Source: an optimization exercise on an open RTL-to-GDS flow (aim: small area). Production flows keep margins and buffers that such runs may drop. Function was checked by simulation only, so behaviour that the tests miss may differ from the original. In runs 2 to 8 the design's own scripts or RTL, not TritonCTS, make the clock network. The clock input has no modelled driver; a real chip could not lean on it and would need a root buffer or a full tree. No activity file was given, so power comes from the tool's default toggle rates.

**design/flow/design.v**
```verilog
`default_nettype none
package us_pkg;
	localparam int BF_DATA_WIDTH      = 70;   
	localparam int BF_BIT_COUNT_WIDTH = 8;    
	localparam int ACQ_CNT_WIDTH      = 20;   
endpackage
`default_nettype wire
`timescale 1ns/1ps
`default_nettype none
module us_frontend_top (
	input  logic                                 clk,
	input  logic                                 rst_n,
	input  logic                                 bf_spi_start,           
	input  logic                                 bf_tx_en,               
	input  logic [us_pkg::BF_DATA_WIDTH-1:0]      data_in,
	input  logic [us_pkg::BF_BIT_COUNT_WIDTH-1:0] num_of_bit,
	input  logic [us_pkg::ACQ_CNT_WIDTH-1:0]      adc_start_length,
	input  logic [us_pkg::ACQ_CNT_WIDTH-1:0]      adc_init_delay,
	input  logic [us_pkg::ACQ_CNT_WIDTH-1:0]      adc_samples_per_echo,
	input  logic                                 spi_sdi,
	output logic                                 spi_cs_n,
	output logic                                 spi_sck,
	output logic                                 spi_sdo,
	output logic                                 bf_spi_done,
	output logic [us_pkg::BF_DATA_WIDTH-1:0]      rd_data,
	output logic                                 bf_tx_en_pin,           
	output logic                                 fifo_en,                
	output logic                                 fsm_done
);
	localparam int DW = us_pkg::BF_DATA_WIDTH;
	localparam int CW = us_pkg::ACQ_CNT_WIDTH;
	logic [1:0]    sp_st;
	logic          sp_d;         
	logic [8:0]    sc;
	logic [DW-1:0] rx_sr;        
	logic [6:0]    b;
	logic [1:0]    r;
	logic          sp_idle, sp_dly, sp_frm, sp_post;
	logic          sp_start, b_zero, r_two, r_zero, sp_step, sp_adv;
	logic          rx_shift, rx_hold;
	logic [DW:0]   tx_ext;       
	logic [71:0]   tx_pad;
	logic [7:0]    b_lo;         
	logic [8:0]    b_hi;         
	logic [8:0]    tx_grp;       
	assign b        = sc[8:2];
	assign r        = sc[1:0];
	assign sp_idle  = ~sp_st[1] & ~sp_st[0];
	assign sp_dly   = ~sp_st[1] &  sp_st[0];
	assign sp_frm   =  sp_st[1] &  sp_st[0];
	assign sp_post  =  sp_st[1] & ~sp_st[0];
	assign sp_start = sp_idle & bf_spi_start & ~sp_d;
	assign b_zero   = ~|b;
	assign r_two    = r[1] & ~r[0];
	assign r_zero   = ~r[1] & ~r[0];
	assign sp_step  = b_zero & r_two;
	assign sp_adv   = sp_start | (sp_st[0] & sp_step) | (sp_post & r_zero);
	assign rx_shift = sp_frm & r_two & ~b_zero;
	assign rx_hold  = ~rx_shift & ~sp_dly;
	assign tx_ext   = {data_in, data_in[0]};
	assign tx_pad   = {1'b0, tx_ext};
	for (genvar k = 0; k < 8; k++) begin : g_lo
		assign b_lo[k] = (b[2:0] == 3'(k));
	end
	for (genvar j = 0; j < 9; j++) begin : g_hi
		assign b_hi[j]   = sp_frm & (b[6:3] == 4'(j));
		assign tx_grp[j] = |(b_lo & tx_pad[8*j +: 8]);
	end
	always_ff @(posedge clk or negedge rst_n) begin
		if (!rst_n) begin
			sp_st <= 2'b00;
			sp_d  <= 1'b0;
		end else begin
			sp_d <= bf_spi_start;
			if (sp_adv)
				sp_st <= {sp_st[0], ~sp_st[1]};
		end
	end
	always_ff @(posedge clk) begin
		if (sp_start)
			sc <= {7'd3, 2'd0};
		else if (sp_dly && sp_step)
			sc <= {num_of_bit[6:0], 2'd3};
		else
			sc <= sc - 9'd1;
		rx_sr <= ({DW{rx_shift}} & {rx_sr[DW-2:0], spi_sdi}) | ({DW{rx_hold}} & rx_sr);
	end
	assign spi_cs_n    = ~sp_frm;
	assign spi_sck     = sp_frm & ~r[1];
	assign spi_sdo     = |(b_hi & tx_grp);
	assign bf_spi_done = sp_post & r_zero;
	assign rd_data     = rx_sr;
	logic [2:0]    ac_st;
	logic          ac_d;         
	logic [CW-1:0] cn;           
	logic [CW:0]   cn_ones;      
	logic [CW-1:0] cn_inc;
	logic          c_one;
	logic          ac_adv, ld_k, ld_1, ld_2, ld_3, cnt;
	assign cn_ones[0] = 1'b1;
	for (genvar i = 0; i < CW; i++) begin : g_inc
		assign cn_ones[i+1] = cn_ones[i] & cn[i];
		assign cn_inc[i]    = cn[i] ^ cn_ones[i];
	end
	assign c_one = ~cn[0] & &cn[CW-1:1];
	assign ac_adv = (~ac_st[2] & ~ac_st[0] & bf_tx_en & ~ac_d)    
	              | (ac_st[2] & ~ac_st[1])                         
	              | ((ac_st[0] | ac_st[1]) & ~(ac_st[2] & ~ac_st[1]) & c_one);
	assign ld_k = ac_adv & ~ac_st[0];                 
	assign ld_1 = ac_adv &  ac_st[0] & ~ac_st[1];     
	assign ld_2 = ac_adv &  ac_st[1] & ~ac_st[2];     
	assign ld_3 = ac_adv &  ac_st[2] &  ac_st[0];     
	assign cnt  = ~ac_adv;
	always_ff @(posedge clk or negedge rst_n) begin
		if (!rst_n) begin
			ac_st <= 3'b000;
			ac_d  <= 1'b0;
		end else begin
			ac_d <= bf_tx_en;
			if (ac_adv)
				ac_st <= {ac_st[1:0], ~ac_st[2]};
		end
	end
	always_ff @(posedge clk) begin
		cn <= ~(({CW{ld_1}} & adc_start_length)
		      | ({CW{ld_2}} & adc_init_delay)
		      | ({CW{ld_3}} & adc_samples_per_echo)
		      | ({CW{ld_k}} & CW'(11))
		      | ({CW{cnt}} & ~cn_inc));
	end
	assign bf_tx_en_pin = ac_st[1] & ~ac_st[2];
	assign fifo_en      = ac_st[1] & ~ac_st[0];
	assign fsm_done     = ac_st[2] & ~ac_st[1];
endmodule
`default_nettype wire
```
**design/flow/flow/run.sh**
```bash
#!/bin/bash
# Standard layout with two changes:
#  - synthesis maps the logic with flow/abc_area.script (area-oriented
#    ABC mapping) instead of ORFS's speed script; everything else in the
#    synthesis, including the register mapping and names, is the standard one
#  - the smallest buffer (buf_1) on every port
set -euo pipefail
W=$(pwd)
sed 's|^  log_cmd abc {\*}\$abc_args$|  set abc_args [lreplace $abc_args 1 1 '"$W"'/flow/abc_area.script]\n  log_cmd abc {*}$abc_args|' \
	"$FLOW_HOME/scripts/synth.tcl" > "$W/synth_area.tcl"
grep -q "flow/abc_area.script" "$W/synth_area.tcl"
sed 's|source \$::env(SCRIPTS_DIR)/synth.tcl|source '"$W"'/synth_area.tcl|' "$W/synth_recipe.tcl" > "$W/area_synth.tcl"
grep -q "synth_area.tcl" "$W/area_synth.tcl"
bash standard.sh SYNTH_SCRIPT="$W/area_synth.tcl" \
	BUFFER_PORTS_ARGS="-buffer_cell sky130_fd_sc_hd__buf_1" CTS_ARGS="-buf_list sky130_fd_sc_hd__clkbuf_4 -root_buf sky130_fd_sc_hd__clkbuf_8 -sink_clustering_enable -sink_clustering_size 20 -sink_clustering_max_diameter 100 -repair_clock_nets" finish > standard.log 2>&1
```
**design/flow/flow/abc_area.script**
```
&get -n
&st
&dch
&nf -R 1000 -p -C 32
&put
```
**design/flow/standard.sh**
```bash
#!/bin/bash
# synth_recipe.tcl (not shown) runs the flow's synth.tcl, then flattens the netlist and writes it again
# the make line also repeats each setting of config.mk as NAME=value (left out here)
make -C /OpenROAD-flow-scripts/flow DESIGN_CONFIG=/design/flow/config.mk WORK_HOME=/design/flow/orfs CLKGATE_MAP_FILE= SYNTH_SCRIPT=/design/flow/synth_recipe.tcl "${@:-finish}"
```
**design/flow/config.mk**
```make
export PLATFORM = sky130hd
export DESIGN_NAME = us_frontend_top
export DESIGN_NICKNAME = us_frontend_top
export VERILOG_FILES = /design/flow/design.v
export SDC_FILE = /design/flow/constraint.sdc
export NUM_CORES = 4
export LEC_CHECK = 0
export CAP_MARGIN = 20
export CORE_MARGIN = 2
export CORE_UTILIZATION = 40
export CTS_BUF_LIST = sky130_fd_sc_hd__clkbuf_8
export SLEW_MARGIN = 20
```
**design/flow/constraint.sdc**
```tcl
create_clock -name core_clock -period 5.0 [get_ports {clk}]
set_input_delay 1.0000 -clock core_clock [delete_from_list [all_inputs] [get_ports {clk}]]
set_output_delay 1.0000 -clock core_clock [all_outputs]
set_load 0.01 [all_outputs]
```
==> results.json, run 1 <==
{
  "vias_per_cell": 5.62,
  "synthCells": 394,
  "cp.required_ps": 5270,
  "syn_area_um2": 4250,
  "drv_slew": 0,
  "dpl.hpwl_um": 9150,
  "gr-total-overflow": 0,
  "wl_per_cell_um": 16.2,
  "ys_types": 33,
  "fmax_ghz": 0.242,
  "clockRootBuffer": "clkbuf_8",
  "worst_slew_pin_slew_ps": 980,
  "cts_tree": "done",
  "finalSetupViolations": 0,
  "syn_avg_cell_area_um2": 10.8,
  "drv_cap": 0,
  "rrSetupSlack_ps": 870,
  "path_clk_slew_ps": 100,
  "crit_path_max_fanout": 3,
  "synth-xor-area-share_pct": 1.24,
  "cts_buffers": 9,
  "drive_gt1_share_pct": 4.11,
  "crit_path_end_kind": "register",
  "fin_crit_ps": 4130,
  "start_util_pct": 41.2,
  "synthMuxAreaShare_pct": 0.530,
  "core_um2": 10300,
  "synth-simple-area-share_pct": 10.9,
  "final.setup_skew_ps": 9.81,
  "synth_fa_ha_area_share_pct": 5.89,
  "num_rows": 37,
  "finalCritPeriodShare_pct": 82.6,
  "dp_cells": 754,
  "criticalPathCategory": "register to register",
  "drt_pass1_iterations": 8,
  "die_h_um": 107,
  "worst_slack_ps": 869,
  "multiInputGateArea_um2": 2100,
  "first_iter_violations": 277,
  "syn2layout_area_growth_pct": 29.2,
  "power_density_nw_per_um2": 458,
  "yosys_register_bits": 106,
  "dieArea_um2": 11500,
  "cts_resized": 0,
  "cp.arrival_ps": 4400,
  "cts.sinks": 106,
  "synth_top_cell_by_area": "dfxtp_1",
  "grt_use_total_pct": 20.8,
  "synth_top_area_share_pct": 46.6,
  "place.gp.congestion": 0.807,
  "cts_buffer_depth": 2,
  "slew_headroom_pct": 33.7,
  "ff_latch_area_um2": 2160,
  "synth_ff_type": "dfxtp_1",
  "antenna_found_initial": 0,
  "grt_max_degree": 72,
  "final_cell_area_um2": 5490,
  "hold_buffers": 0,
  "vdd_drop_max_v": 0.000203,
  "grt_pass1_wl_um": 19100,
  "rsz0062_at_grt": "no",
  "postCtsSetupBuffers": 0,
  "io_buffers": 218,
  "synth_compound_area_share_pct": 30.2,
  "worstReg2RegEnd": "cn[19]$_DFF_P_",
  "synth_edf_count": 0,
  "pre_cts_slack_ps": 860,
  "ios": 220,
  "first_global_vias": 4027,
  "htree_levels": 3,
  "postPlaceCellArea_um2": 5310,
  "async_reset_ff_share_pct": 6.60,
  "stdcell_count": 769,
  "final_antenna_net_count": 0,
  "synth_top_family_by_area": "compound AO/OA/AOI/OAI gates",
  "worst_setup_path_start_kind": "register",
  "crit_start": "cn[0]$_DFF_P_",
  "min_from": "rx_sr[69]$_DFF_P_",
  "nNetsFinal": 792,
  "crit_end": "cn[19]$_DFF_P_",
  "num_antenna_cells": 0,
  "die_x_um": 107,
  "n_fill_cell": 996,
  "yosys-top-cells-area": "dfxtp_1, a22o_1, ha_1",
  "outcome": "timing/DRC/antenna clean",
  "synth_nets": 557,
  "r2r_cells": 21,
  "vias": 4318,
  "p_leak_uw": 0.00197,
  "r2r-start": "cn[0]$_DFF_P_",
  "ys_seq_area_share_pct": 50.7,
  "synth_warnings": 1,
  "finalSetupTns_ps": 0,
  "hp-class": "register to register",
  "drc_errors": 0,
  "clk_latency_ps": 360,
  "wl_um": 12500,
  "hold_viol": 0
}
-- registers in the layout (all words and copies together), names as in the netlist --
signal  count
sp_d        1
cn         20
ac_st       3
sc          9
rx_sr      70
sp_st       2
ac_d        1
-- cell usage after synthesis (2+ instances only) --
cell type	number
a21oi_1	11
a221oi_1	19
a222oi_1	9
a22o_1	71
a22oi_1	21
a311oi_1	2
a31oi_1	3
and3_1	2
and3b_1	2
clkinv_1	6
dfrtp_1	7
dfxtp_1	99
ha_1	20
nand2_1	27
nand3_1	7
nand4_1	13
nand4b_1	2
nor2_1	17
nor2b_1	2
nor3_1	6
nor3b_1	6
nor4b_1	2
o21ai_0	26
xnor2_1	2
xor2_1	4
-- layer usage --
layer	global-route usage, %	part of all wire (%)
met2	37.2	51
met1	24.0	40
met5	0	0
met4	8.26	1.9
met3	4.68	7.1
-- cells by family (layout without fill, tap and decap cells) --
group,count (synthesis),in the layout
compound gates,165,165
xor+xnor,6,6
fa+ha+maj,20,20
buf+inv,6,245
flops,106,106
mux,1,1
simple gates,90,90
-- how the worst min path moves through the flow --
stage	to	slack (ps)	depth (start not counted)
after global placement	rx_sr[69]$_DFF_P_	460	1
final	rx_sr[69]$_DFF_P_	490	1
after global routing	rx_sr[44]$_DFF_P_	520	1
after detailed placement	rx_sr[69]$_DFF_P_	460	1
after floorplan	sc[0]$_SDFF_PP0_	440	1
after CTS	rx_sr[69]$_DFF_P_	490	1
-- placed cells by master, fill, tap and decap left out, types with 2 or more instances in the layout --
master,Yosys,final
a311oi_1,2,2
nand2_1,27,27
a22oi_1,21,21
clkinv_4,0,2
clkinv_1,6,6
nand3_1,7,7
clkbuf_8,0,9
and3b_1,2,2
clkinvlp_4,0,2
nor2b_1,2,2
buf_4,0,6
nand4b_1,2,2
nand4_1,13,13
ha_1,20,20
a222oi_1,9,9
a31oi_1,3,3
nor3b_1,6,3
o21ai_0,26,26
buf_1,0,218
xnor2_1,2,2
xor2_1,4,4
nor2_1,17,17
a221oi_1,19,19
nor3b_2,0,2
dfxtp_1,99,99
and3_1,2,2
a22o_1,71,71
nor3_1,6,6
nor4b_1,2,2
dfrtp_1,7,7
a21oi_1,11,10
-- power by group --
group / switching (µW) / internal, µW
Sequential: 141 / 988
Combinational: 544 / 367
Clock: 294 / 185
-- critical path: stages (launching register included) --
cell      delay [ps]
dfxtp_1          340
ha_1             200
ha_1             190
ha_1             190
ha_1             180
ha_1             180
ha_1             190
ha_1             180
ha_1             180
ha_1             180
ha_1             180
ha_1             180
ha_1             180
ha_1             180
ha_1             180
ha_1             180
ha_1             180
ha_1             180
ha_1             190
xor2_1           120
o21ai_0           80
a221oi_1         210
-- area by class of cell --
class | instances | area share, %
Timing Repair Buffer | 224 | 15.7
Multi-Input combinational cell | 282 | 38.3
Inverter | 6 | 0.410
Clock inverter | 6 | 0.957
Clock buffer | 9 | 2.25
Sequential cell | 106 | 39.3
Tap cell | 136 | 3.10
-- stage by stage --
step                      util, %  total power [µW]  hold WS [ps]
after detailed placement     51.4              2050           464
final                        53.2              2520           489
after global placement       51.4              2030           456
after floorplan                 -              1740           438
after CTS                    53.1              2540           494
after global routing         53.2              2710           523
==> run 2: changes to the inputs <==
--- a/design/flow/flow/run.sh
+++ b/design/flow/flow/run.sh
@@ -7,2 +7,3 @@
 set -euo pipefail
+export CTS_K=4 CTS_BUF=sky130_fd_sc_hd__clkbuf_16 CTS_NET=clk
 W=$(pwd)
@@ -14,2 +15,2 @@
 bash standard.sh SYNTH_SCRIPT="$W/area_synth.tcl" \
-	BUFFER_PORTS_ARGS="-buffer_cell sky130_fd_sc_hd__buf_1" CTS_ARGS="-buf_list sky130_fd_sc_hd__clkbuf_4 -root_buf sky130_fd_sc_hd__clkbuf_8 -sink_clustering_enable -sink_clustering_size 20 -sink_clustering_max_diameter 100 -repair_clock_nets" finish > standard.log 2>&1
+	BUFFER_PORTS_ARGS="-buffer_cell sky130_fd_sc_hd__buf_1" PRE_CTS_TCL="$W/flow/manual_cts.tcl" finish > standard.log 2>&1
==> design/flow/flow/manual_cts.tcl (new file) <==
# Sourced before ORFS's CTS step (PRE_CTS_TCL).  Replaces clock_tree_synthesis
# with a one-level clock tree: the flip-flops are split into CTS_K groups by
# location (k-means), each group driven by one CTS_BUF placed at its centre,
# and every group buffer driven straight from the clock net.  All flip-flops
# sit behind exactly one buffer of the same type.
proc clock_tree_synthesis { args } {
  set db [ord::get_db]
  set block [ord::get_db_block]
  set k $::env(CTS_K)
  set master [$db findMaster $::env(CTS_BUF)]
  set clk_net [$block findNet $::env(CTS_NET)]
  set sinks {}
  set xs {}
  set ys {}
  foreach it [$clk_net getITerms] {
    set inst [$it getInst]
    set bb [$inst getBBox]
    lappend sinks $it
    lappend xs [expr {([$bb xMin] + [$bb xMax]) / 2.0}]
    lappend ys [expr {([$bb yMin] + [$bb yMax]) / 2.0}]
  }
  set n [llength $sinks]
  puts "manual CTS: $n sinks, $k groups of $::env(CTS_BUF)"
  # initial centres: spread along the sinks sorted by x+y
  set order [lsort -real -indices [lmap x $xs y $ys { expr {$x + $y} }]]
  set cx {}
  set cy {}
  for { set c 0 } { $c < $k } { incr c } {
    set i [lindex $order [expr {int(($c + 0.5) * $n / $k)}]]
    lappend cx [lindex $xs $i]
    lappend cy [lindex $ys $i]
  }
  set maxsz [expr {int(ceil(double($n) / $k)) + 2}]
  for { set iter 0 } { $iter < 50 } { incr iter } {
    # balanced assignment: nearest centre with room, farthest sinks first
    set cnt [lrepeat $k 0]
    set asg [lrepeat $n -1]
    set pairs {}
    for { set i 0 } { $i < $n } { incr i } {
      for { set c 0 } { $c < $k } { incr c } {
        set dx [expr {[lindex $xs $i] - [lindex $cx $c]}]
        set dy [expr {[lindex $ys $i] - [lindex $cy $c]}]
        lappend pairs [list [expr {abs($dx) + abs($dy)}] $i $c]
      }
    }
    foreach p [lsort -real -index 0 $pairs] {
      lassign $p d i c
      if { [lindex $asg $i] >= 0 || [lindex $cnt $c] >= $maxsz } { continue }
      lset asg $i $c
      lset cnt $c [expr {[lindex $cnt $c] + 1}]
    }
    set sx [lrepeat $k 0.0]
    set sy [lrepeat $k 0.0]
    for { set i 0 } { $i < $n } { incr i } {
      set c [lindex $asg $i]
      lset sx $c [expr {[lindex $sx $c] + [lindex $xs $i]}]
      lset sy $c [expr {[lindex $sy $c] + [lindex $ys $i]}]
    }
    for { set c 0 } { $c < $k } { incr c } {
      if { [lindex $cnt $c] > 0 } {
        lset cx $c [expr {[lindex $sx $c] / [lindex $cnt $c]}]
        lset cy $c [expr {[lindex $sy $c] / [lindex $cnt $c]}]
      }
    }
  }
  for { set c 0 } { $c < $k } { incr c } {
    set inst [odb::dbInst_create $block $master "clkbuf_manual_$c"]
    set net [odb::dbNet_create $block "clknet_manual_$c"]
    $net setSigType CLOCK
    $inst setLocation [expr {int([lindex $cx $c])}] [expr {int([lindex $cy $c])}]
    $inst setPlacementStatus PLACED
    [$inst findITerm A] connect $clk_net
    [$inst findITerm X] connect $net
    puts "manual CTS: group $c, [lindex $cnt $c] sinks, buffer at [lindex $cx $c] [lindex $cy $c]"
  }
  for { set i 0 } { $i < $n } { incr i } {
    set it [lindex $sinks $i]
    $it disconnect
    $it connect [$block findNet "clknet_manual_[lindex $asg $i]"]
  }
}
--- a/design/flow/config.mk
+++ b/design/flow/config.mk
@@ -7,3 +7,3 @@
 export LEC_CHECK = 0
-export CAP_MARGIN = 20
+export CAP_MARGIN = 0
 export CORE_MARGIN = 2
@@ -11,2 +11,2 @@
 export CTS_BUF_LIST = sky130_fd_sc_hd__clkbuf_8
-export SLEW_MARGIN = 20
+export SLEW_MARGIN = 0
==> results.json, run 2 <==
{
  "drive_gt1_share_pct": 2.09,
  "slew_headroom_pct": 17.0,
  "power_density_nw_per_um2": 441,
  "worst_setup_path_start_kind": "register",
  "ys_types": 33,
  "largest_reg_flops": 70,
  "vias_per_cell": 5.66,
  "finalSetupTns_ps": 0,
  "cp.required_ps": 5060,
  "crit_chain": "ha_1 -> ha_1 -> ha_1 -> ha_1 -> ha_1 -> ha_1 -> ha_1 -> ha_1 -> ha_1 -> ha_1 -> ha_1 -> ha_1 -> ha_1 -> ha_1 -> ha_1 -> ha_1 -> ha_1 -> ha_1 -> xor2_1 -> o21ai_0 -> a221oi_1",
  "outcome": "timing/DRC/antenna clean",
  "rsz0062_at_grt": "no",
  "die_x_um": 107,
  "place.gp.congestion": 0.807,
  "drc_errors": 0,
  "ff_latch_area_um2": 2160,
  "synth_edf_count": 0,
  "worstReg2RegEnd": "cn[19]$_DFF_P_",
  "grt_use_total_pct": 19.6,
  "cpPeakStageDelay_ps": 340,
  "async_reset_ff_share_pct": 6.60,
  "drv_slew": 0,
  "io_buffers": 218,
  "fin_util_pct": 52.4,
  "synth_nets": 557,
  "r2r-start": "cn[0]$_DFF_P_",
  "postCtsSetupBuffers": 0,
  "yosys-top-cells-area": "dfxtp_1, a22o_1, ha_1",
  "total_power_uw": 2390,
  "max_flop_register": "rx_sr",
  "final.setup_skew_ps": 24.6,
  "clk_latency_ps": 170,
  "vdd_drop_max_v": 0.000203,
  "crit_start": "cn[0]$_DFF_P_",
  "core_um2": 10300,
  "first_iter_violations": 301,
  "cts_resized": 0,
  "hp-class": "register to register",
  "hold_viol": 0,
  "synth_top_cell_by_area": "dfxtp_1",
  "synth_ff_type": "dfxtp_1",
  "criticalPathCategory": "register to register",
  "syn_avg_cell_area_um2": 10.8,
  "crit_end": "cn[19]$_DFF_P_",
  "r2r_cells": 21,
  "ios": 220,
  "drv_cap": 0,
  "dieArea_um2": 11500,
  "yosys_register_bits": 106,
  "path_clk_slew_ps": 100,
  "synth_top_area_share_pct": 46.6,
  "hold_buffers": 0,
  "wl_um": 12300,
  "reg_top3": "rx_sr: 70 flops, cn: 20 flops, sc: 9 flops",
  "die_h_um": 107,
  "worst_slew_pin_slew_ps": 1240,
  "final_antenna_net_count": 0,
  "vias": 4291,
  "fin_crit_ps": 4130,
  "dpl.hpwl_um": 9150,
  "crit_path_end_kind": "register",
  "syn_area_um2": 4250,
  "crit_path_frequent_cell": "ha_1",
  "whs_ps": 489,
  "cp.arrival_ps": 4190,
  "crit_path_max_fanout": 3,
  "slowest_stage": "dfxtp_1",
  "wl_per_cell_um": 16.2,
  "start_util_pct": 41.2,
  "final_cell_mix": "buf_1, dfxtp_1, a22o_1",
  "grt_pass1_wl_um": 18900,
  "multiInputGateArea_um2": 2090,
  "syn2layout_area_growth_pct": 27.2,
  "p_leak_uw": 0.00194,
  "antenna_found_initial": 0,
  "nNetsFinal": 787,
  "finalSetupViolations": 0,
  "rrSetupSlack_ps": 870,
  "num_rows": 37,
  "synth_most_common_cell": "dfxtp_1",
  "synthCells": 394,
  "drt_pass1_iterations": 6,
  "num_antenna_cells": 0,
  "first_global_vias": 4005,
  "finalCritPeriodShare_pct": 82.7,
  "fmax_ghz": 0.242,
  "gr-total-overflow": 0,
  "synth_common_cells": "dfxtp_1, a22o_1, nand2_1",
  "ys_seq_area_share_pct": 50.7,
  "grt_max_degree": 72,
  "synth_warnings": 1,
  "n_fill_cell": 999,
  "final_common_cell": "buf_1"
}
[run 2: cell counts after synthesis]
Identical to the previous run, type by type.
[run 2: routing by layer]
| layer | vias up | wire length [µm] | track usage, % |
|---|---|---|---|
| met4 | 0 | 233 | 3.25 |
| met1 | 2043 | 4880 | 23.6 |
| met5 | - | 0 | 0 |
| met3 | 12 | 910 | 2.49 |
| met2 | 172 | 6270 | 37.4 |
| li1 | 2064 | - | - |
[run 2: cell type report]
class,instances,area share (%)
plain buffers,4,1.85
repair buffers,224,16.0
well taps,136,3.15
flip-flops and latches,106,39.9
multi-input cells,282,38.7
inverters,6,0.416
[run 2: report_power, final]
part           switching [µW]  leakage (µW)  internal [µW]
sequential                137      0.000888            988
combinational             545      0.000998            365
clock                     205     0.0000493            147
total                     887       0.00194           1500
[run 2: worst min-delay path by stage]
stage                      start                end  depth (start not counted)
2_1_floorplan   sc[0]$_SDFF_PP0_   sc[0]$_SDFF_PP0_                          1
3_3_place_gp   rx_sr[69]$_DFF_P_  rx_sr[69]$_DFF_P_                          1
3_5_place_dp   rx_sr[69]$_DFF_P_  rx_sr[69]$_DFF_P_                          1
4_1_cts        rx_sr[69]$_DFF_P_  rx_sr[69]$_DFF_P_                          1
5_1_grt        rx_sr[69]$_DFF_P_  rx_sr[69]$_DFF_P_                          1
6_report       rx_sr[69]$_DFF_P_  rx_sr[69]$_DFF_P_                          1
[run 2: critical path, delay by kind of cell (launching register included)]
kind	cells	cell delay, ps
compound gates	2	300
fa+ha+maj	18	3290
flops	1	340
xor+xnor	1	120
[run 2: stage by stage]
step                cell area, µm²  instances  worst slack, ps
finish                        5410        758              866
floorplan                     4260        394              384
global placement              5310        754              913
detailed placement            5310        754              860
global route                  5410        758              563
CTS                           5410        758              858
[run 2: kinds of logic (layout without fill, tap and decap cells)]
logic type | count (synthesis) | after routing | synth area share [%]
compound gates | 165 | 165 | 30.2
xor+xnor | 6 | 6 | 1.24
fa+ha+maj | 20 | 20 | 5.89
buf+inv | 6 | 234 | 0.530
flops | 106 | 106 | 50.7
mux | 1 | 1 | 0.530
simple gates | 90 | 90 | 10.9
==> run 3: changes to the inputs <==
--- a/design/flow/flow/run.sh
+++ b/design/flow/flow/run.sh
@@ -7,3 +7,3 @@
 set -euo pipefail
-export CTS_K=4 CTS_BUF=sky130_fd_sc_hd__clkbuf_16 CTS_NET=clk
+export CTS_K=3 CTS_BUF=sky130_fd_sc_hd__clkbuf_16 CTS_NET=clk
 W=$(pwd)
--- a/design/flow/config.mk
+++ b/design/flow/config.mk
@@ -9,3 +9,3 @@
 export CORE_MARGIN = 2
-export CORE_UTILIZATION = 40
+export CORE_UTILIZATION = 60
 export CTS_BUF_LIST = sky130_fd_sc_hd__clkbuf_8
==> results.json, run 3 <==
{
  "outcome": "timing/DRC/antenna clean",
  "path_clk_slew_ps": 120,
  "ios": 220,
  "syn_avg_cell_area_um2": 10.8,
  "synth_warnings": 1,
  "synthCells": 394,
  "first_global_vias": 3614,
  "async_reset_ff_share_pct": 6.60,
  "grt_max_degree": 72,
  "yosys_register_bits": 106,
  "synth_top_area_share_pct": 46.6,
  "dpl.hpwl_um": 8540,
  "synth_most_common_cell": "dfxtp_1",
  "hp-class": "register to register",
  "first_iter_violations": 294,
  "finalSetupTns_ps": 0,
  "final_cell_area_um2": 5330,
  "rrSetupSlack_ps": 830,
  "dieArea_um2": 7780,
  "crit_path_frequent_cell": "ha_1",
  "vdd_drop_max_v": 0.000285,
  "wl_per_cell_um": 16.1,
  "final_common_cell": "buf_1",
  "synth_ff_type": "dfxtp_1",
  "power_density_nw_per_um2": 442,
  "start_util_pct": 62.2,
  "drv_cap": 0,
  "gr-max-usage-layer": "met2",
  "rsz0062_at_grt": "no",
  "drv_slew": 0,
  "final_antenna_net_count": 0,
  "finalSetupViolations": 0,
  "grt_use_total_pct": 26.3,
  "io_buffers": 218,
  "fin_crit_ps": 4170,
  "die_x_um": 88.2,
  "worst_slew_pin_slew_ps": 1090,
  "syn2layout_area_growth_pct": 25.4,
  "gr-total-overflow": 0,
  "nNetsFinal": 786,
  "core_um2": 6830,
  "synth_top_cell_by_area": "dfxtp_1",
  "vias_per_cell": 6.00,
  "cp.arrival_ps": 4260,
  "crit_path_max_fanout": 3,
  "finalCritPeriodShare_pct": 83.4,
  "synth_nets": 557,
  "drive_gt1_share_pct": 1.93,
  "reg_top3": "rx_sr: 70 flops, cn: 20 flops, sc: 9 flops",
  "clk_latency_ps": 180,
  "syn_area_um2": 4250,
  "holdPathStages": 1,
  "use_met1_pct": 34.6,
  "met3_usage_pct": 3.39,
  "whs_ps": 488,
  "stdcell_count": 717,
  "worstReg2RegEnd": "cn[19]$_DFF_P_",
  "antenna_found_initial": 0,
  "use_met2_pct": 47.1,
  "crit_chain": "ha_1 -> ha_1 -> ha_1 -> ha_1 -> ha_1 -> ha_1 -> ha_1 -> ha_1 -> ha_1 -> ha_1 -> ha_1 -> ha_1 -> ha_1 -> ha_1 -> ha_1 -> ha_1 -> ha_1 -> ha_1 -> xor2_1 -> o21ai_0 -> a221oi_1",
  "crit_start": "cn[0]$_DFF_P_",
  "worst_setup_path_start_kind": "register",
  "crit_path_end_kind": "register",
  "drt_pass1_iterations": 6,
  "synth_common_cells": "dfxtp_1, a22o_1, nand2_1",
  "hold_buffers": 0,
  "grt_pass1_wl_um": 16700,
  "max_flop_register": "rx_sr",
  "synth_edf_count": 0,
  "dp_cells": 714,
  "slew_headroom_pct": 26.9,
  "die_h_um": 88.2,
  "min_to": "rx_sr[69]$_DFF_P_",
  "num_rows": 30,
  "r2r_cells": 21,
  "wl_um": 11600,
  "cpPeakStageDelay_ps": 350,
  "criticalPathCategory": "register to register",
  "r2r-start": "cn[0]$_DFF_P_",
  "final_cell_mix": "buf_1, dfxtp_1, a22o_1",
  "hold_viol": 0,
  "drc_errors": 0,
  "final.setup_skew_ps": 13.1,
  "yosys-top-cells-area": "dfxtp_1, a22o_1, ha_1",
  "fmax_ghz": 0.240,
  "ys_seq_area_share_pct": 50.7,
  "largest_reg_flops": 70,
  "postCtsSetupBuffers": 0,
  "cts_resized": 0,
  "min_from": "rx_sr[69]$_DFF_P_",
  "num_antenna_cells": 0,
  "worst_slack_ps": 830,
  "cp.required_ps": 5090,
  "pre_cts_slack_ps": 833,
  "postPlaceCellArea_um2": 5260,
  "p_leak_uw": 0.00192,
  "slowest_stage": "dfxtp_1",
  "vias": 4303,
  "ys_types": 33,
  "place.gp.congestion": 0.896
}
==> run 3: changes by cell type in the layout (fill, tap and decap cells not counted), sizes merged <==
cell / before / now
clkbuf: 4 / 3
==> run 3: kinds of logic (layout without fill, tap and decap cells) <==
family | count (synthesis) | in the layout | share of synthesized area, %
muxes | 1 | 1 | 0.530
AOI/OAI and AO/OA | 165 | 165 | 30.2
and+or+nand+nor | 90 | 90 | 10.9
buffers and inverters | 6 | 233 | 0.530
xor gates and xnor gates | 6 | 6 | 1.24
adders and majority gates | 20 | 20 | 5.89
DFF | 106 | 106 | 50.7
==> run 3: worst max path at each step <==
stage | slack [ps] | depth (start not counted) | end
2_1_floorplan | 380 | 5 | rx_sr[0]$_DFF_P_
3_3_place_gp | 970 | 21 | cn[19]$_DFF_P_
3_5_place_dp | 830 | 21 | cn[19]$_DFF_P_
4_1_cts | 830 | 21 | cn[19]$_DFF_P_
5_1_grt | 560 | 21 | cn[19]$_DFF_P_
6_report | 830 | 21 | cn[19]$_DFF_P_
==> run 3: layout make-up <==
cell class              instances  area, µm²
well taps                      96        120
inverters                       6       22.5
repair buffers                224        863
multi-input cells             282       2090
plain buffers                   3       75.1
flip-flops and latches        106       2160
fillers                       529       1500
==> run 3: critical path, delay by kind of cell, from the launching register on <==
family | cells | cell delay [ps]
XOR/XNOR | 1 | 140
adder cells (fa/ha/maj) | 18 | 3320
flip-flops | 1 | 350
AO/OA/AOI/OAI | 2 | 290
==> run 3: where the power goes <==
group | switching, µW | internal (µW) | total [µW]
sequential | 145 | 988 | 1130
combinational | 546 | 365 | 911
clock | 198 | 112 | 311
total | 890 | 1470 | 2350
==> run 3: routing by layer <==
layer / routed length [µm] / part of all wire (%) / vias up
met5: 0 / 0 / -
li1: - / - / 2061
met3: 945 / 8.2 / 21
met1: 4650 / 40 / 1995
met4: 242 / 2.1 / 0
met2: 5740 / 50 / 226
==> run 3: per-stage QoR <==
step / util (%) / power (µW)
finish: 78.1 / 2350
global route: 78.1 / 2510
global placement: 77.0 / 2000
detailed placement: 77.0 / 2050
CTS: 78.1 / 2300
floorplan: - / 1740
==> run 4: changes to the inputs <==
--- a/design/flow/config.mk
+++ b/design/flow/config.mk
@@ -9,3 +9,3 @@
 export CORE_MARGIN = 2
-export CORE_UTILIZATION = 60
+export CORE_UTILIZATION = 70
 export CTS_BUF_LIST = sky130_fd_sc_hd__clkbuf_8
==> results.json, run 4 <==
{
  "nNetsFinal": 786,
  "final.setup_skew_ps": 8.76,
  "ys_seq_area_share_pct": 50.7,
  "reg_top3": "rx_sr: 70 flops, cn: 20 flops, sc: 9 flops",
  "num_antenna_cells": 0,
  "path_clk_slew_ps": 120,
  "slew_headroom_pct": 23.2,
  "synth_nets": 557,
  "slowest_stage": "dfxtp_1",
  "cp.arrival_ps": 4220,
  "first_iter_violations": 453,
  "syn2layout_area_growth_pct": 25.1,
  "die_h_um": 81.9,
  "drive_gt1_share_pct": 1.93,
  "yosys-top-cells-area": "dfxtp_1, a22o_1, ha_1",
  "ys_types": 33,
  "finalSetupTns_ps": 0,
  "ios": 220,
  "place.gp.congestion": 0.944,
  "n_fill_cell": 263,
  "clk_latency_ps": 170,
  "holdPathStages": 1,
  "wl_um": 12700,
  "gr-total-overflow": 0,
  "crit_chain": "ha_1 -> ha_1 -> ha_1 -> ha_1 -> ha_1 -> ha_1 -> ha_1 -> ha_1 -> ha_1 -> ha_1 -> ha_1 -> ha_1 -> ha_1 -> ha_1 -> ha_1 -> ha_1 -> ha_1 -> ha_1 -> xor2_1 -> o21ai_0 -> a221oi_1",
  "synth_ff_type": "dfxtp_1",
  "largest_reg_flops": 70,
  "hold_buffers": 0,
  "final_common_cell": "buf_1",
  "final_cell_mix": "buf_1, dfxtp_1, a22o_1",
  "cp.required_ps": 5080,
  "drv_cap": 0,
  "synth_top_cell_by_area": "dfxtp_1",
  "vdd_drop_max_v": 0.000344,
  "rrSetupSlack_ps": 870,
  "power_density_nw_per_um2": 448,
  "synthCells": 394,
  "hp-class": "register to register",
  "worst_slew_pin_slew_ps": 1150,
  "postCtsSetupBuffers": 0,
  "num_rows": 28,
  "total_power_uw": 2380,
  "outcome": "timing/DRC/antenna clean",
  "max_flop_register": "rx_sr",
  "yosys_register_bits": 106,
  "first_global_vias": 4002,
  "drc_errors": 0,
  "crit_path_end_kind": "register",
  "finalSetupViolations": 0,
  "min_from": "rx_sr[69]$_DFF_P_",
  "p_leak_uw": 0.00193,
  "crit_path_max_fanout": 3,
  "grt_use_total_pct": 35.5,
  "antenna_found_initial": 0,
  "wl_per_cell_um": 18.2,
  "rsz0062_at_grt": "no",
  "synth_warnings": 1,
  "synth_top_area_share_pct": 46.6,
  "dieArea_um2": 6710,
  "hold_viol": 0,
  "synth_edf_count": 0,
  "fin_crit_ps": 4130,
  "worstReg2RegEnd": "cn[19]$_DFF_P_",
  "final_antenna_net_count": 0,
  "dpl.hpwl_um": 9180,
  "worst_setup_path_start_kind": "register",
  "r2r-start": "cn[0]$_DFF_P_",
  "syn_avg_cell_area_um2": 10.8,
  "synth_common_cells": "dfxtp_1, a22o_1, nand2_1",
  "whs_ps": 491,
  "die_x_um": 81.9,
  "min_to": "rx_sr[69]$_DFF_P_",
  "async_reset_ff_share_pct": 6.60,
  "vias_per_cell": 6.37,
  "grt_max_degree": 72,
  "fmax_ghz": 0.242,
  "drt_pass1_iterations": 8,
  "syn_area_um2": 4250,
  "grt_pass1_wl_um": 18900,
  "crit_path_frequent_cell": "ha_1",
  "cts_resized": 0,
  "drv_slew": 0,
  "cpPeakStageDelay_ps": 350,
  "criticalPathCategory": "register to register",
  "synth_most_common_cell": "dfxtp_1",
  "core_um2": 5890,
  "finalCritPeriodShare_pct": 82.6,
  "r2r_cells": 21,
  "vias": 4433,
  "start_util_pct": 72.2,
  "io_buffers": 218
}
## run 4: changes by cell type in the layout (fill, tap and decap cells not counted)
cell	before	now
buf_4	6	5
buf_12	0	1
## run 4: critical path, delay by kind of cell, from the launching register on
kind,cells,cell delay [ps]
adder cells (fa/ha/maj),18,3290
AO/OA/AOI/OAI,2,300
XOR/XNOR,1,110
flip-flops,1,350
## run 4: cells by family after synthesis
group	after synthesis	share of synthesized area (%)
compound gates	165	30.2
xor+xnor	6	1.24
fa+ha+maj	20	5.89
buf+inv	6	0.530
flops	106	50.7
mux	1	0.530
simple gates	90	10.9
## run 4: worst max path at each step
stage | startpoint | endpoint | slack, ps | cells past startpoint
after CTS | cn[0]$_DFF_P_ | cn[19]$_DFF_P_ | 880 | 21
after floorplan | sc[3]$_SDFF_PP1_ | rx_sr[0]$_DFF_P_ | 380 | 5
final | cn[0]$_DFF_P_ | cn[19]$_DFF_P_ | 870 | 21
after detailed placement | cn[0]$_DFF_P_ | cn[19]$_DFF_P_ | 900 | 21
after global placement | cn[0]$_DFF_P_ | cn[19]$_DFF_P_ | 980 | 21
after global routing | cn[0]$_DFF_P_ | cn[19]$_DFF_P_ | 560 | 21
## run 4: report_power, final
group	switching [µW]	internal, µW
registers	145	988
logic	562	379
clock network	198	113
total	904	1480
## run 4: area by class of cell
cell class | instances | area, µm² | share of cell area (%)
plain buffers | 3 | 75.1 | 1.41
inverters | 6 | 22.5 | 0.423
multi-input cells | 282 | 2090 | 39.4
flip-flops and latches | 106 | 2160 | 40.6
well taps | 75 | 93.8 | 1.76
repair buffers | 224 | 876 | 16.5
## run 4: through the flow
step | cells | util, % | worst slack [ps] | instance area [µm²]
global route | 696 | 90.4 | 565 | 5320
detailed placement | 693 | 89.1 | 900 | 5240
floorplan | 394 | - | 384 | 4260
CTS | 696 | 90.4 | 885 | 5320
global placement | 693 | 89.1 | 979 | 5240
finish | 696 | 90.4 | 869 | 5320
## run 4: per-layer routing
layer / share of wire, % / wire length (µm) / GRT usage (%) / up-vias
li1: - / - / - / 2059
met1: 38 / 4810 / 44.2 / 2082
met2: 51 / 6410 / 60.7 / 251
met3: 8.6 / 1090 / 7.47 / 41
met4: 2.8 / 361 / 12.7 / 0
met5: 0 / 0 / 0.833 / -
==> run 5: changes to the inputs <==
--- a/design/flow/flow/run.sh
+++ b/design/flow/flow/run.sh
@@ -6,2 +6,3 @@
 #  - the smallest buffer (buf_1) on every port
+#  - a one-level clock tree (flow/manual_cts.tcl) instead of TritonCTS
 set -euo pipefail
--- a/design/flow/config.mk
+++ b/design/flow/config.mk
@@ -9,3 +9,3 @@
 export CORE_MARGIN = 2
-export CORE_UTILIZATION = 70
+export CORE_UTILIZATION = 60
 export CTS_BUF_LIST = sky130_fd_sc_hd__clkbuf_8
==> results.json, run 5 <==
{
  "hold_viol": 0,
  "ys_types": 33,
  "synth_ff_type": "dfxtp_1",
  "gr-total-overflow": 0,
  "holdPathStages": 1,
  "synth_top_cell_by_area": "dfxtp_1",
  "final_common_cell": "buf_1",
  "hold_buffers": 0,
  "min_from": "rx_sr[69]$_DFF_P_",
  "ys_seq_area_share_pct": 50.7,
  "syn_avg_cell_area_um2": 10.8,
  "nNetsFinal": 786,
  "pre_cts_slack_ps": 833,
  "antenna_found_initial": 0,
  "final_cell_area_um2": 5330,
  "crit_path_max_fanout": 3,
  "r2r-start": "cn[0]$_DFF_P_",
  "num_antenna_cells": 0,
  "fin_crit_ps": 4170,
  "drv_slew": 0,
  "async_reset_ff_share_pct": 6.60,
  "path_clk_slew_ps": 120,
  "dieArea_um2": 7780,
  "wl_per_cell_um": 16.1,
  "synth_warnings": 1,
  "worst_slack_ps": 830,
  "finalSetupViolations": 0,
  "first_iter_violations": 294,
  "wl_um": 11600,
  "crit_path_end_kind": "register",
  "first_global_vias": 3614,
  "pwr-share-clk_pct": 13.2,
  "postPlaceCellArea_um2": 5260,
  "clk_latency_ps": 180,
  "fin_util_pct": 78.1,
  "postCtsSetupBuffers": 0,
  "finalCritPeriodShare_pct": 83.4,
  "min_to": "rx_sr[69]$_DFF_P_",
  "grt_pass1_wl_um": 16700,
  "rrSetupSlack_ps": 830,
  "cp.arrival_ps": 4260,
  "n_fill_cell": 529,
  "p_switching_uw": 890,
  "synth_nets": 557,
  "r2r_cells": 21,
  "final_cell_mix": "buf_1, dfxtp_1, a22o_1",
  "largest_reg_flops": 70,
  "core_um2": 6830,
  "worst_slew_pin_slew_ps": 1090,
  "die_x_um": 88.2,
  "vdd_drop_max_v": 0.000285,
  "grt_use_total_pct": 26.3,
  "drive_gt1_share_pct": 1.93,
  "final.setup_skew_ps": 13.1,
  "synth_most_common_cell": "dfxtp_1",
  "die_h_um": 88.2,
  "yosys_register_bits": 106,
  "vias": 4303,
  "power_density_nw_per_um2": 442,
  "grt_max_degree": 72,
  "synth_common_cells": "dfxtp_1, a22o_1, nand2_1",
  "max_flop_register": "rx_sr",
  "reg_top3": "rx_sr: 70 flops, cn: 20 flops, sc: 9 flops",
  "fmax_ghz": 0.240,
  "combPwrFrac_pct": 38.7,
  "num_rows": 30,
  "start_util_pct": 62.2,
  "drc_errors": 0,
  "final_antenna_net_count": 0,
  "drt_pass1_iterations": 6,
  "syn_area_um2": 4250,
  "slew_headroom_pct": 26.9,
  "ios": 220,
  "finalSetupTns_ps": 0,
  "dp_cells": 714,
  "cp.required_ps": 5090,
  "rsz0062_at_grt": "no",
  "vias_per_cell": 6.00,
  "synth_edf_count": 0,
  "synthCells": 394,
  "worst_setup_path_start_kind": "register",
  "cts_resized": 0,
  "hp-class": "register to register",
  "outcome": "timing/DRC/antenna clean",
  "syn2layout_area_growth_pct": 25.4,
  "dpl.hpwl_um": 8540,
  "io_buffers": 218,
  "worstReg2RegEnd": "cn[19]$_DFF_P_",
  "netSwitchingFraction_pct": 37.8,
  "stdcell_count": 717,
  "yosys-top-cells-area": "dfxtp_1, a22o_1, ha_1",
  "p_leak_uw": 0.00192,
  "drv_cap": 0,
  "p_seq_share_pct": 48.1,
  "criticalPathCategory": "register to register",
  "place.gp.congestion": 0.896,
  "intPower_uw": 1470,
  "synth_top_area_share_pct": 46.6
}
-- run 5: changes by cell type in the layout (fill, tap and decap cells not counted) --
| cell | previous run | this run |
|---|---|---|
| buf_12 | 1 | 0 |
| buf_4 | 5 | 6 |
-- run 5: how the worst max path moves through the flow --
stage                           from                to  slack (ps)  depth (start not counted)
floorplan           sc[3]$_SDFF_PP1_  rx_sr[0]$_DFF_P_         380                          5
global placement       cn[0]$_DFF_P_    cn[19]$_DFF_P_         970                         21
detailed placement     cn[0]$_DFF_P_    cn[19]$_DFF_P_         830                         21
CTS                    cn[0]$_DFF_P_    cn[19]$_DFF_P_         830                         21
global route           cn[0]$_DFF_P_    cn[19]$_DFF_P_         560                         21
finish                 cn[0]$_DFF_P_    cn[19]$_DFF_P_         830                         21
-- run 5: stage by stage --
| stage | power [µW] | hold slack [ps] |
|---|---|---|
| finish | 2350 | 488 |
| floorplan | 1740 | 438 |
| detailed placement | 2050 | 462 |
| global route | 2510 | 509 |
| CTS | 2300 | 463 |
| global placement | 2000 | 456 |
-- run 5: logic make-up (layout without fill, tap and decap cells) --
| family | Yosys count | count (layout) | share of synthesized area [%] |
|---|---|---|---|
| compound gates | 165 | 165 | 30.2 |
| mux | 1 | 1 | 0.530 |
| xor+xnor | 6 | 6 | 1.24 |
| flops | 106 | 106 | 50.7 |
| simple gates | 90 | 90 | 10.9 |
| fa+ha+maj | 20 | 20 | 5.89 |
| buf+inv | 6 | 233 | 0.530 |
-- run 5: worst max-delay path, cell delays in order, from the launching register on --
cell and delay (ps):
dfxtp_1 350, ha_1 200, ha_1 180, ha_1 190, ha_1 190, ha_1 190, ha_1 180, ha_1 180
ha_1 180, ha_1 180, ha_1 180, ha_1 180, ha_1 180, ha_1 180, ha_1 180, ha_1 190
ha_1 190, ha_1 180, ha_1 190, xor2_1 140, o21ai_0 80, a221oi_1 210
-- run 5: power by group through the flow --
stage	registers [µW]	clock network [µW]	logic, µW
after floorplan	1110	0	631
after global placement	1130	0	870
after detailed placement	1150	0	899
after CTS	1150	238	908
after global routing	1150	348	1010
final	1130	311	911
-- run 5: layer usage --
layer | vias up | global-route usage (%) | part of all wire, % | routed length (µm)
li1 | 2061 | - | - | -
met1 | 1995 | 34.6 | 40 | 4650
met2 | 226 | 47.1 | 50 | 5740
met3 | 21 | 3.39 | 8.2 | 945
met4 | 0 | 4.41 | 2.1 | 242
met5 | - | 0 | 0 | 0
-- run 5: final cells by class --
type                            instances  area [µm²]  share of cell area, %
Tap cell                               96         120                   2.25
Inverter                                6        22.5                  0.422
Multi-Input combinational cell        282        2090                   39.3
Timing Repair Buffer                  224         863                   16.2
Sequential cell                       106        2160                   40.5
Buffer                                  3        75.1                   1.41
==> run 6: changes to the inputs <==
--- a/design/flow/config.mk
+++ b/design/flow/config.mk
@@ -11,2 +11,4 @@
 export CTS_BUF_LIST = sky130_fd_sc_hd__clkbuf_8
+export GPL_ROUTABILITY_DRIVEN = 0
+export GPL_TIMING_DRIVEN = 0
 export SLEW_MARGIN = 0
==> results.json, run 6 <==
{
  "outcome": "timing/DRC/antenna clean",
  "fmax_ghz": 0.234,
  "dp_cells": 712,
  "syn_area_um2": 4250,
  "crit_path_max_fanout": 3,
  "cp.required_ps": 5060,
  "met3WireLength_um": 959,
  "grt_max_degree": 44,
  "die_h_um": 88.2,
  "cts_resized": 0,
  "top_layer_used": "met4",
  "syn_avg_cell_area_um2": 10.8,
  "rsz0062_at_grt": "no",
  "async_reset_ff_share_pct": 6.60,
  "hold_buffers": 0,
  "nNetsFinal": 785,
  "rrSetupSlack_ps": 720,
  "start_util_pct": 62.2,
  "met2_length_um": 5640,
  "synth_common_cells": "dfxtp_1, a22o_1, nand2_1",
  "synth_most_common_cell": "dfxtp_1",
  "path_clk_slew_ps": 120,
  "power_density_nw_per_um2": 441,
  "grt_pass1_wl_um": 17700,
  "synthCells": 394,
  "crit_path_frequent_cell": "ha_1",
  "synth_warnings": 1,
  "hold_viol": 0,
  "yosys_register_bits": 106,
  "core_um2": 6830,
  "min_from": "sc[0]$_SDFF_PP0_",
  "vias": 4287,
  "antenna_found_initial": 0,
  "io_buffers": 218,
  "r2r-start": "cn[0]$_DFF_P_",
  "first_global_vias": 3906,
  "largest_reg_flops": 70,
  "drive_gt1_share_pct": 1.77,
  "dpl.hpwl_um": 8710,
  "p_leak_uw": 0.00193,
  "num_rows": 30,
  "stdcell_count": 716,
  "reg_top3": "rx_sr: 70 flops, cn: 20 flops, sc: 9 flops",
  "worst_setup_path_start_kind": "register",
  "synth_nets": 557,
  "slew_headroom_pct": 14.3,
  "crit_path_end_kind": "register",
  "wl_um": 11600,
  "r2r_cells": 20,
  "syn2layout_area_growth_pct": 26.1,
  "vias_per_cell": 5.99,
  "fin_crit_ps": 4280,
  "synth_ff_type": "dfxtp_1",
  "drt_pass1_iterations": 5,
  "criticalPathCategory": "register to register",
  "final.setup_skew_ps": 11.7,
  "path_depth": 20,
  "crit_end": "cn[18]$_DFF_P_",
  "drv_cap": 0,
  "crit_chain": "ha_1 -> ha_1 -> ha_1 -> ha_1 -> ha_1 -> ha_1 -> ha_1 -> ha_1 -> ha_1 -> ha_1 -> ha_1 -> ha_1 -> ha_1 -> ha_1 -> ha_1 -> ha_1 -> ha_1 -> ha_1 -> o21ai_0 -> a221oi_1",
  "grt_use_total_pct": 27.6,
  "finalSetupViolations": 0,
  "synth_top_area_share_pct": 46.6,
  "vdd_drop_max_v": 0.000260,
  "ys_types": 33,
  "ios": 220,
  "synth_edf_count": 0,
  "worstReg2RegEnd": "cn[18]$_DFF_P_",
  "dieArea_um2": 7780,
  "final_antenna_net_count": 0,
  "cpPeakStageDelay_ps": 360,
  "drc_errors": 0,
  "num_antenna_cells": 0,
  "final_cell_mix": "buf_1, dfxtp_1, a22o_1",
  "critPathBufInv": 0,
  "final_common_cell": "buf_1",
  "finalSetupTns_ps": 0,
  "ys_seq_area_share_pct": 50.7,
  "die_x_um": 88.2,
  "cp.arrival_ps": 4340,
  "critPathTopFamily": "adder cells",
  "hp-class": "register to register",
  "drv_slew": 0,
  "yosys-top-cells-area": "dfxtp_1, a22o_1, ha_1",
  "max_flop_register": "rx_sr",
  "worst_slew_pin_slew_ps": 1280,
  "wl_met1_um": 4720,
  "postCtsSetupBuffers": 0,
  "wl_per_cell_um": 16.2,
  "synth_top_cell_by_area": "dfxtp_1",
  "finalCritPeriodShare_pct": 85.6,
  "clk_latency_ps": 180,
  "first_iter_violations": 263,
  "crit_start": "cn[0]$_DFF_P_",
  "slowest_stage": "dfxtp_1",
  "gr-total-overflow": 0
}
==> run 6: cell counts after synthesis <==
No cell type changed its count.
==> run 6: metrics by stage <==
| stage | setup WS, ps | instance area, µm² | power, µW | utilization [%] | hold slack (ps) |
|---|---|---|---|---|---|
| floorplan | 384 | 4260 | 1740 | - | 438 |
| global placement | -1090 | 5200 | 1980 | 76.1 | 456 |
| detailed placement | 793 | 5280 | 2060 | 77.3 | 470 |
| CTS | 753 | 5350 | 2310 | 78.4 | 472 |
| global route | 524 | 5360 | 2530 | 78.5 | 519 |
| finish | 720 | 5360 | 2370 | 78.5 | 493 |
==> run 6: kinds of logic (layout without fill, tap and decap cells) <==
kind of cell | Yosys count | count (layout) | share of synthesized area [%]
AO/OA/AOI/OAI | 165 | 165 | 30.2
buffers and inverters | 6 | 232 | 0.530
multiplexers | 1 | 1 | 0.530
XOR/XNOR | 6 | 6 | 1.24
adder cells (fa/ha/maj) | 20 | 20 | 5.89
flip-flops | 106 | 106 | 50.7
AND/OR/NAND/NOR | 90 | 90 | 10.9
==> run 6: area by class of cell <==
cell class	instances	area, µm²
sequential	106	2160
tap	96	120
buffer	3	75.1
inverter	6	22.5
fill	519	1470
multi-input combinational	282	2090
timing repair buffer	223	891
==> run 6: worst min-delay path by stage <==
| stage | endpoint | depth (start not counted) |
|---|---|---|
| 2_1_floorplan | sc[0]$_SDFF_PP0_ | 1 |
| 3_3_place_gp | rx_sr[69]$_DFF_P_ | 1 |
| 3_5_place_dp | sc[0]$_SDFF_PP0_ | 1 |
| 4_1_cts | sc[0]$_SDFF_PP0_ | 1 |
| 5_1_grt | rx_sr[69]$_DFF_P_ | 1 |
| 6_report | sc[0]$_SDFF_PP0_ | 1 |
==> run 6: where the power goes <==
group	switching (µW)	total (µW)	internal, µW
combinational	549	927	378
sequential	141	1130	988
clock	197	309	113
==> run 6: per-layer routing <==
metal  vias up  track usage [%]
li1       2067                -
met3        26             4.71
met2       214             47.8
met1      1980             35.8
met5         -                0
met4         0             6.75
==> run 7: changes to the inputs <==
--- a/design/flow/flow/run.sh
+++ b/design/flow/flow/run.sh
@@ -16,2 +16,2 @@
 bash standard.sh SYNTH_SCRIPT="$W/area_synth.tcl" \
-	BUFFER_PORTS_ARGS="-buffer_cell sky130_fd_sc_hd__buf_1" PRE_CTS_TCL="$W/flow/manual_cts.tcl" finish > standard.log 2>&1
+	BUFFER_PORTS_ARGS="-buffer_cell sky130_fd_sc_hd__buf_1" RECOVER_POWER=100 PRE_CTS_TCL="$W/flow/manual_cts.tcl" finish > standard.log 2>&1
--- a/design/flow/config.mk
+++ b/design/flow/config.mk
@@ -11,4 +11,2 @@
 export CTS_BUF_LIST = sky130_fd_sc_hd__clkbuf_8
-export GPL_ROUTABILITY_DRIVEN = 0
-export GPL_TIMING_DRIVEN = 0
 export SLEW_MARGIN = 0
==> results.json, run 7 <==
{
  "grt_use_total_pct": 26.3,
  "synth_common_cells": "dfxtp_1, a22o_1, nand2_1",
  "drt_pass1_iterations": 5,
  "final.setup_skew_ps": 13.4,
  "crit_path_end_kind": "register",
  "combPwrFrac_pct": 38.4,
  "fin_crit_ps": 4170,
  "hold_buffers": 0,
  "slew_headroom_pct": 9.20,
  "yosys-top-cells-area": "dfxtp_1, a22o_1, ha_1",
  "intPower_uw": 1460,
  "criticalPathCategory": "register to register",
  "core_um2": 6830,
  "synth_warnings": 1,
  "finalCritPeriodShare_pct": 83.5,
  "crit_path_max_fanout": 3,
  "synth_top_cell_by_area": "dfxtp_1",
  "netSwitchingFraction_pct": 37.9,
  "min_to": "rx_sr[69]$_DFF_P_",
  "cp.arrival_ps": 4270,
  "worstReg2RegEnd": "cn[19]$_DFF_P_",
  "first_iter_violations": 322,
  "place.gp.congestion": 0.896,
  "reg_top3": "rx_sr: 70 flops, cn: 20 flops, sc: 9 flops",
  "finalSetupTns_ps": 0,
  "r2r-start": "cn[0]$_DFF_P_",
  "final_common_cell": "buf_1",
  "cts_resized": 0,
  "p_switching_uw": 890,
  "worst_slew_pin_slew_ps": 1360,
  "vias_per_cell": 5.96,
  "pwr-share-clk_pct": 13.3,
  "num_antenna_cells": 0,
  "wl_per_cell_um": 16.2,
  "power_density_nw_per_um2": 441,
  "die_h_um": 88.2,
  "syn2layout_area_growth_pct": 25.1,
  "finalSetupViolations": 0,
  "dieArea_um2": 7780,
  "synthCells": 394,
  "final_cell_mix": "buf_1, dfxtp_1, a22o_1",
  "io_buffers": 218,
  "final_antenna_net_count": 0,
  "wl_um": 11600,
  "syn_area_um2": 4250,
  "fmax_ghz": 0.240,
  "async_reset_ff_share_pct": 6.60,
  "p_leak_uw": 0.00191,
  "drive_gt1_share_pct": 1.61,
  "drv_slew": 0,
  "p_seq_share_pct": 48.2,
  "grt_max_degree": 72,
  "ios": 220,
  "start_util_pct": 62.2,
  "largest_reg_flops": 70,
  "max_flop_register": "rx_sr",
  "drc_errors": 0,
  "path_clk_slew_ps": 130,
  "vdd_drop_max_v": 0.000285,
  "min_from": "rx_sr[69]$_DFF_P_",
  "synth_ff_type": "dfxtp_1",
  "drv_cap": 0,
  "worst_slack_ps": 827,
  "synth_most_common_cell": "dfxtp_1",
  "cp.required_ps": 5090,
  "synth_top_area_share_pct": 46.6,
  "holdPathStages": 1,
  "ys_types": 33,
  "clk_latency_ps": 180,
  "grt_pass1_wl_um": 16700,
  "first_global_vias": 3614,
  "gr-total-overflow": 0,
  "die_x_um": 88.2,
  "r2r_cells": 21,
  "hold_viol": 0,
  "crit_start": "cn[0]$_DFF_P_",
  "worst_setup_path_start_kind": "register",
  "yosys_register_bits": 106,
  "nNetsFinal": 786,
  "outcome": "timing/DRC/antenna clean",
  "synth_nets": 557,
  "synth_edf_count": 0,
  "rsz0062_at_grt": "no",
  "vias": 4274,
  "postCtsSetupBuffers": 0,
  "dpl.hpwl_um": 8540,
  "syn_avg_cell_area_um2": 10.8,
  "hp-class": "register to register",
  "num_rows": 30,
  "ys_seq_area_share_pct": 50.7,
  "antenna_found_initial": 0,
  "pre_cts_slack_ps": 833,
  "rrSetupSlack_ps": 830
}
## run 7: cell counts after synthesis
Identical to the previous run, type by type.
## run 7: worst max-delay path, cell delays in order, from the launching register on
cell and delay, ps:
dfxtp_1 350, ha_1 200, ha_1 180, ha_1 190, ha_1 190, ha_1 190
ha_1 180, ha_1 180, ha_1 180, ha_1 180, ha_1 180, ha_1 180
ha_1 180, ha_1 180, ha_1 180, ha_1 190, ha_1 190, ha_1 180
ha_1 190, xor2_1 130, o21ai_0 80, a221oi_1 210
## run 7: power by group through the flow
| stage | clock (µW) | combinational [µW] | sequential [µW] |
|---|---|---|---|
| final | 312 | 902 | 1130 |
| after CTS | 238 | 908 | 1150 |
| after detailed placement | 0 | 899 | 1150 |
| after global routing | 348 | 1000 | 1150 |
| after floorplan | 0 | 631 | 1110 |
| after global placement | 0 | 870 | 1130 |
## run 7: final cells by class
type	count	area, µm²
sequential	106	2160
multi-input combinational	282	2090
fill	533	1510
timing repair buffer	224	851
tap	96	120
buffer	3	75.1
inverter	6	22.5
## run 7: through the flow
stage          instance area, µm²  hold slack [ps]  cells  utilization, %  total power (µW)
2_1_floorplan                4260              438    394               -              1740
3_3_place_gp                 5260              456    714            77.0              2000
3_5_place_dp                 5260              462    714            77.0              2050
4_1_cts                      5330              463    717            78.1              2300
5_1_grt                      5320              509    717            77.9              2500
6_report                     5320              489    717            77.9              2350
## run 7: cell families (layout without fill, tap and decap cells)
kind of cell	after synthesis	after routing	synth area share (%)
buffers and inverters	6	233	0.530
muxes	1	1	0.530
DFF	106	106	50.7
xor gates and xnor gates	6	6	1.24
and+or+nand+nor	90	90	10.9
AOI/OAI and AO/OA	165	165	30.2
adders and majority gates	20	20	5.89
## run 7: how the worst max path moves through the flow
stage / slack (ps) / cells past startpoint / end
after floorplan: 380 / 5 / rx_sr[0]$_DFF_P_
after detailed placement: 830 / 21 / cn[19]$_DFF_P_
after CTS: 830 / 21 / cn[19]$_DFF_P_
final: 830 / 21 / cn[19]$_DFF_P_
after global routing: 560 / 21 / cn[19]$_DFF_P_
after global placement: 970 / 21 / cn[19]$_DFF_P_
## run 7: routing by layer
layer  share of wire, %  vias to the layer above  routed length, µm  GRT usage [%]
met2                 49                      210               5670           47.1
met5                  0                        -                  0              0
li1                   -                     2062                  -              -
met4                2.2                        0                252           4.41
met1                 41                     1979               4740           34.6
met3                7.9                       23                916           3.39
==> run 8: changes to the inputs <==
--- a/design/flow/flow/manual_cts.tcl
+++ b/design/flow/flow/manual_cts.tcl
@@ -32,3 +32,3 @@
   }
-  set maxsz [expr {int(ceil(double($n) / $k)) + 2}]
+  set maxsz [expr {int(ceil(double($n) / $k))}]
   for { set iter 0 } { $iter < 50 } { incr iter } {
==> results.json, run 8 <==
{
  "drv_cap": 0,
  "final_antenna_net_count": 0,
  "combPwrFrac_pct": 38.4,
  "finalCritPeriodShare_pct": 83.5,
  "pwr-share-clk_pct": 13.3,
  "hold_buffers": 0,
  "synthCells": 394,
  "synth_warnings": 1,
  "ys_seq_area_share_pct": 50.7,
  "outcome": "timing/DRC/antenna clean",
  "yosys-top-cells-area": "dfxtp_1, a22o_1, ha_1",
  "num_rows": 30,
  "max_flop_register": "rx_sr",
  "total_power_uw": 2340,
  "wl_per_cell_um": 16.0,
  "drt_pass1_iterations": 5,
  "start_util_pct": 62.2,
  "dieArea_um2": 7780,
  "power_density_nw_per_um2": 440,
  "crit_path_frequent_cell": "ha_1",
  "clk_latency_ps": 180,
  "hold_viol": 0,
  "finalSetupTns_ps": 0,
  "first_iter_violations": 340,
  "whs_ps": 487,
  "die_x_um": 88.2,
  "largest_reg_flops": 70,
  "finalSetupViolations": 0,
  "worst_slew_pin_slew_ps": 1360,
  "final_cell_area_um2": 5320,
  "ys_types": 33,
  "cpPeakStageDelay_ps": 350,
  "cp.arrival_ps": 4280,
  "criticalPathCategory": "register to register",
  "fmax_ghz": 0.240,
  "vias": 4299,
  "wl_um": 11500,
  "synth_common_cells": "dfxtp_1, a22o_1, nand2_1",
  "gr-total-overflow": 0,
  "reg_top3": "rx_sr: 70 flops, cn: 20 flops, sc: 9 flops",
  "async_reset_ff_share_pct": 6.60,
  "min_from": "rx_sr[69]$_DFF_P_",
  "num_antenna_cells": 0,
  "vias_per_cell": 6.00,
  "die_h_um": 88.2,
  "syn2layout_area_growth_pct": 25.1,
  "synth_edf_count": 0,
  "antenna_found_initial": 0,
  "p_seq_share_pct": 48.3,
  "crit_chain": "ha_1 -> ha_1 -> ha_1 -> ha_1 -> ha_1 -> ha_1 -> ha_1 -> ha_1 -> ha_1 -> ha_1 -> ha_1 -> ha_1 -> ha_1 -> ha_1 -> ha_1 -> ha_1 -> ha_1 -> ha_1 -> xor2_1 -> o21ai_0 -> a221oi_1",
  "drc_errors": 0,
  "ios": 220,
  "final_cell_mix": "buf_1, dfxtp_1, a22o_1",
  "rsz0062_at_grt": "no",
  "synth_ff_type": "dfxtp_1",
  "drv_slew": 0,
  "final_common_cell": "buf_1",
  "slowest_stage": "dfxtp_1",
  "critPathBufInv": 0,
  "vdd_drop_max_v": 0.000296,
  "drive_gt1_share_pct": 1.61,
  "critPathTopFamily": "adder cells",
  "synth_nets": 557,
  "grt_use_total_pct": 26.0,
  "p_leak_uw": 0.00191,
  "intPower_uw": 1460,
  "slew_headroom_pct": 9.22,
  "hp-class": "register to register",
  "crit_start": "cn[0]$_DFF_P_",
  "yosys_register_bits": 106,
  "nNetsFinal": 786,
  "first_global_vias": 3593,
  "fin_crit_ps": 4170,
  "place.gp.congestion": 0.896,
  "grt_pass1_wl_um": 16600,
  "syn_avg_cell_area_um2": 10.8,
  "crit_path_end_kind": "register",
  "cts_resized": 0,
  "cp.required_ps": 5100,
  "crit_path_max_fanout": 3,
  "final.setup_skew_ps": 10.1,
  "synth_top_area_share_pct": 46.6,
  "worst_setup_path_start_kind": "register",
  "postCtsSetupBuffers": 0,
  "synth_top_cell_by_area": "dfxtp_1",
  "p_switching_uw": 885,
  "netSwitchingFraction_pct": 37.8,
  "synth_most_common_cell": "dfxtp_1",
  "path_clk_slew_ps": 120,
  "io_buffers": 218,
  "dpl.hpwl_um": 8540,
  "syn_area_um2": 4250,
  "r2r-start": "cn[0]$_DFF_P_",
  "grt_max_degree": 72,
  "postPlaceCellArea_um2": 5260,
  "rrSetupSlack_ps": 830,
  "core_um2": 6830
}
==> run 8: cell counts after synthesis <==
No cell type changed its count.
==> run 8: area by class of cell <==
class	instances	area [µm²]
plain buffers	3	75.1
fillers	536	1510
inverters	6	22.5
multi-input cells	282	2090
flip-flops and latches	106	2160
well taps	96	120
repair buffers	224	851
==> run 8: logic make-up (layout without fill, tap and decap cells) <==
group	count (synthesis)	count (layout)	synth area share, %
buffers and inverters	6	233	0.530
AND/OR/NAND/NOR	90	90	10.9
XOR/XNOR	6	6	1.24
AO/OA/AOI/OAI	165	165	30.2
flip-flops	106	106	50.7
multiplexers	1	1	0.530
adder cells (fa/ha/maj)	20	20	5.89
==> run 8: power groups by stage <==
| stage | logic, µW | clock network [µW] | registers [µW] |
|---|---|---|---|
| after floorplan | 631 | 0 | 1110 |
| after global placement | 870 | 0 | 1130 |
| after detailed placement | 899 | 0 | 1150 |
| after CTS | 906 | 238 | 1150 |
| after global routing | 1000 | 345 | 1150 |
| final | 900 | 311 | 1130 |
==> run 8: final timing paths <==
kind	cells past startpoint	endpoint
max in group asynchronous	1	ac_d$_DFF_PN0_
min in group asynchronous	1	ac_st[0]$_DFFE_PN0N_
hold / removal	1	rx_sr[69]$_DFF_P_
setup / recovery	21	cn[19]$_DFF_P_
hold reg to reg	1	rx_sr[69]$_DFF_P_
setup reg to reg	21	cn[19]$_DFF_P_
==> run 8: layer usage <==
metal,wire length (µm),vias up,global-route usage (%)
met5,0,-,0
met4,267,0,4.96
met3,972,22,3.30
met2,5620,219,46.5
met1,4600,1996,34.1
li1,-,2062,-
==> run 8: metrics by stage <==
step	worst slack, ps	util (%)	std cells
6_report	825	77.9	717
5_1_grt	563	77.9	717
4_1_cts	825	78.1	717
3_5_place_dp	833	77.0	714
3_3_place_gp	969	77.0	714
2_1_floorplan	384	-	394

==> afterwards: timing with drivers on the ports <==
In the flow no input, the clock included, has a driving cell. The finished layouts below were timed again as built, in two steps. Step 1 (the two cells are an assumption about what drives the block):
set clk [get_ports {clk}]
set_driving_cell -lib_cell sky130_fd_sc_hd__clkbuf_16 $clk
set_driving_cell -lib_cell sky130_fd_sc_hd__buf_2 [delete_from_list [all_inputs] $clk]
Step 2, shift: input delay + t, output delay - t, t = (earliest + latest rising clock arrival at the registers) / 2. This alone moves slack from input paths to output paths. Slacks: ideal ports / drivers / drivers and shift; pairs: ideal ports / drivers.
| run | shift t [ns] | setup slack, ns | worst setup path after step 2 | slew at the worst register clock pin (ns) | worst data-port slew with drivers (ns) |
|---|---|---|---|---|---|
| run 1 | 0.386 | 0.869 / 0.869 / 0.869 | register to register | 0.10 / 0.10 | 0.06 |
| run 2 | 0.237 | 0.866 / 0.866 / 0.866 | register to register | 0.11 / 0.11 | 0.05 |
| run 3 | 0.236 | 0.830 / 0.830 / 0.830 | register to register | 0.12 / 0.12 | 0.05 |
| run 4 | 0.233 | 0.869 / 0.869 / 0.869 | register to register | 0.12 / 0.12 | 0.07 |
| run 5 | 0.236 | 0.830 / 0.830 / 0.830 | register to register | 0.12 / 0.12 | 0.05 |
| run 6 | 0.231 | 0.720 / 0.720 / 0.720 | register to register | 0.12 / 0.12 | 0.06 |
| run 7 | 0.237 | 0.827 / 0.827 / 0.827 | register to register | 0.13 / 0.12 | 0.05 |
| run 8 | 0.236 | 0.825 / 0.825 / 0.825 | register to register | 0.12 / 0.12 | 0.05 |
After both steps every run listed still meets setup and hold.
